From an optimization exercise on the open Yosys and OpenROAD flow, aimed at small area; shortcuts taken in it are not production practice. At most, simulation tests tie the RTL to the original design; equivalence was not proved. Power is estimated from default activity; no workload was simulated.

Design medidor_potencia_ca, start of the top module:
module medidor_potencia_ca (
  input  logic        clk,
  input  logic        rst,
  input  logic        enable,
  input  logic        sample_valid,
  input  logic [31:0] tensao,
  input  logic [31:0] corrente,
  output logic [63:0] potencia_media,
  output logic [31:0] v_pico,
  output logic [31:0] i_pico,
  output logic [15:0] window_count,
  output logic        result_valid
);
For scale: ~3,800 cells after synthesis, about 210 I/O pins, about 0.040 mm^2 of cells after synthesis.
clock: 11.0 ns
lec_check: 0
cap_margin: 20
core_margin: 2
core_utilization: 40
slew_margin: 20
synth_hierarchical: 1
synth_minimum_keep_size: 0
standard.sh (not shown) runs the stock make flow with config.mk's settings and CLKGATE_MAP_FILE= SYNTH_SCRIPT=/design/flow/synth_recipe.tcl, a recipe that flattens the netlist after the stock synthesis.
==> flow/flow/run.sh <==
#!/bin/bash
# Standard layout, with the port buffers made from the smallest buffer cell.
set -euo pipefail
bash standard.sh "BUFFER_PORTS_ARGS=-buffer_cell sky130_fd_sc_hd__buf_1" finish > flow_make.log 2>&1
The first run went through all stages and came out clean.
Then changed:
==> flow/flow/run.sh (replaced) <==
#!/bin/bash
# Standard layout, with the port buffers made from the smallest buffer cell and
# a clock tree with larger sink clusters and no dummy loads.
set -euo pipefail
bash standard.sh "BUFFER_PORTS_ARGS=-buffer_cell sky130_fd_sc_hd__buf_1" \
  "CTS_ARGS=-sink_clustering_enable -repair_clock_nets -dont_use_dummy_load -sink_clustering_size 30 -sink_clustering_max_diameter 120" \
  finish > flow_make.log 2>&1
- CAP_MARGIN: 20 -> 0
- SLEW_MARGIN: 20 -> 0
The changed run finished with timing, DRC and antenna clean.
Die area stays the same.
Synthesized cell count is unchanged.
Core utilization drops by 1.2 points.
Worst setup slack is better by 0.071 ns.
Cell area is lower by 2.7%.
Cell count came out lower by 1.4%.
Sequential power hardly moves.
Total power goes down by 15%.
Sequential share of layout area rose by 0.61 points.
Via count went down by 0.82%.


## lane 5
Another version of the RTL of medidor_potencia_ca (not shown whole).
Size in the first run: about 3500 cells after synthesis, about 210 I/O pins, about 39000 um^2 of cells after synthesis.
export LEC_CHECK = 0
export CAP_MARGIN = 0
export CORE_MARGIN = 2
export CORE_UTILIZATION = 40
export PLACE_DENSITY = 0.75
export SLEW_MARGIN = 0
export SYNTH_HIERARCHICAL = 1
export SYNTH_MINIMUM_KEEP_SIZE = 0
create_clock -name core_clock -period 11.0 [get_ports {clk}]
==> flow/flow/run.sh <==
#!/bin/bash
# Standard layout, with the port buffers made from the smallest buffer cell and
# a clock tree with larger sink clusters and no dummy loads.
set -euo pipefail
bash standard.sh "BUFFER_PORTS_ARGS=-buffer_cell sky130_fd_sc_hd__buf_1" \
  "CTS_ARGS=-sink_clustering_enable -repair_clock_nets -dont_use_dummy_load -sink_clustering_size 24 -sink_clustering_max_diameter 100" \
  finish > flow_make.log 2>&1
Relative to lane 5, the following input files were edited for lane 1:
- clearing PLACE_DENSITY, which used to be 0.75
==> run notes <==
Side by side, power turned out higher in lane 1 than in lane 5.
End point of the critical path: hold_mean[45]$_DFFE_PP_ -> lane 1, hold_mean[33]$_DFFE_PP_ -> lane 5
Clock network fraction of total power for lane 1: 0.3 points up relative to lane 5
Status: post-synthesis to final-layout area growth parity (lane 5, lane 1)
Looking at register-to-register slack, lane 1 sits 0.44 ns above lane 5.
No functional check of the RTL was part of any run of this note.


Setup of the previous run:
Another version of the RTL of medidor_potencia_ca (not shown whole).
Size: ~3000 cells after synthesis, ~430 flip-flops.
export LEC_CHECK = 0
export CAP_MARGIN = 0
export CELL_PAD_IN_SITES_DETAIL_PLACEMENT = 1
export CELL_PAD_IN_SITES_GLOBAL_PLACEMENT = 2
export CORE_MARGIN = 2
export CORE_UTILIZATION = 30
export PLACE_DENSITY = 0.45
export SLEW_MARGIN = 0
export SYNTH_HIERARCHICAL = 1
export SYNTH_MINIMUM_KEEP_SIZE = 0
create_clock -name core_clock -period 11.0 [get_ports {clk}]
Scripts as last shown in full above: flow/flow/run.sh
Setup changes, the previous run to the current run
diff --git a/flow/config.mk b/flow/config.mk
--- a/flow/config.mk
+++ b/flow/config.mk
@@ -10,6 +10,6 @@
 export CELL_PAD_IN_SITES_GLOBAL_PLACEMENT = 2
 export CORE_MARGIN = 2
-export CORE_UTILIZATION = 30
-export PLACE_DENSITY = 0.45
+export CORE_UTILIZATION = 25
+export PLACE_DENSITY = 0.35
 export SLEW_MARGIN = 0
 export SYNTH_HIERARCHICAL = 1
Findings:
- Lower worst setup slack among the previous run and the current run: the previous run
- Global-route wire length before repair went up by a little under 10% going from the previous run to the current run.
- Critical path capture point: hold_mean[60] -> the previous run, hold_mean[62] -> the current run
- Looking at areal power density over the cells across the previous run and the current run, the one that comes out lower is the previous run.
- On the current run: global-route usage is 2.7 points lower than what the previous run gave.
- [the current run] leakage power summed over all cells rose 0.00042 uW relative to the previous run
- Compared with the previous run, the current run shows a final area that is 2.7% higher.


Another version of the RTL of medidor_potencia_ca (not shown whole).
Size: ~3500 cells after synthesis, about 430 flip-flops, ~210 I/O pins.
export LEC_CHECK = 0
export CAP_MARGIN = 0
export CORE_MARGIN = 2
export CORE_UTILIZATION = 40
export SLEW_MARGIN = 0
export SYNTH_HIERARCHICAL = 1
export SYNTH_MINIMUM_KEEP_SIZE = 0
create_clock -name core_clock -period 11.0 [get_ports {clk}]
==> flow/flow/run.sh <==
#!/bin/bash
# Standard layout, with the port buffers made from the smallest buffer cell and
# a clock tree with larger sink clusters and no dummy loads.
set -euo pipefail
bash standard.sh "BUFFER_PORTS_ARGS=-buffer_cell sky130_fd_sc_hd__buf_1" \
  "CTS_ARGS=-sink_clustering_enable -repair_clock_nets -dont_use_dummy_load -sink_clustering_size 16 -sink_clustering_max_diameter 80 -buf_list sky130_fd_sc_hd__clkbuf_8" \
  finish > flow_make.log 2>&1
The baseline completed without violations.
Rerun with:
--- a/flow/flow/run.sh
+++ b/flow/flow/run.sh
@@ -6 +6 @@
-  "CTS_ARGS=-sink_clustering_enable -repair_clock_nets -dont_use_dummy_load -sink_clustering_size 16 -sink_clustering_max_diameter 80 -buf_list sky130_fd_sc_hd__clkbuf_8" \
+  "CTS_ARGS=-sink_clustering_enable -repair_clock_nets -dont_use_dummy_load -sink_clustering_size 24 -sink_clustering_max_diameter 100" \
Effect: Final cell count stays flat. Via count is lower by 0.38%. Hold slack is better by 19 ps. Critical path depth increases by 1. Cell area is about the same. Setup slack gets worse by 110 ps. Die area stays the same. Global-route usage goes down by 0.14 points. Non-clock buffer count does not change. Utilization rises by 0.11 points.

[static timing again, ports no longer ideal]
Ports are ideal in the flow. The routed layouts listed here were re-timed in OpenROAD.
Step 1, drivers: a clkbuf_16 drives clk and a buf_2 each remaining input, both assumed.
Step 2 also shifts input and output timing later by t, the mid clock arrival at the registers, as if the neighbouring blocks saw the same clock.
Three values: no drivers, after step 1, after step 2; two values: the first two.
| run | t (ns) | slack for setup (ns) | pins driven straight from the clock port |
|---|---|---|---|
| the first run of note 1 | 0.714 | 0.870 / 0.924 / 0.210 | 1 |
| the second run of note 1 | 0.649 | 0.941 / 0.993 / 0.344 | 1 |
| lane 5 | 0.657 | 0.683 / 0.692 / 0.035 | 1 |
| lane 1 | 0.683 | 1.192 / 1.186 / 0.503 | 1 |
| the previous run | 0.700 | 0.375 / 0.420 / -0.280 | 1 |
| the current run | 0.701 | 0.401 / 0.453 / -0.247 | 1 |
| the first run of note 4 | 0.699 | 1.254 / 1.290 / 0.592 | 1 |
| the second run of note 4 | 0.661 | 1.141 / 1.186 / 0.524 | 1 |
Met with ideal ports but missed after step 2: setup timing in the previous run and the current run. For lane 1, which loses most, drivers alone change the setup slack by -0.006 ns; drivers and shift together by -0.689 ns.
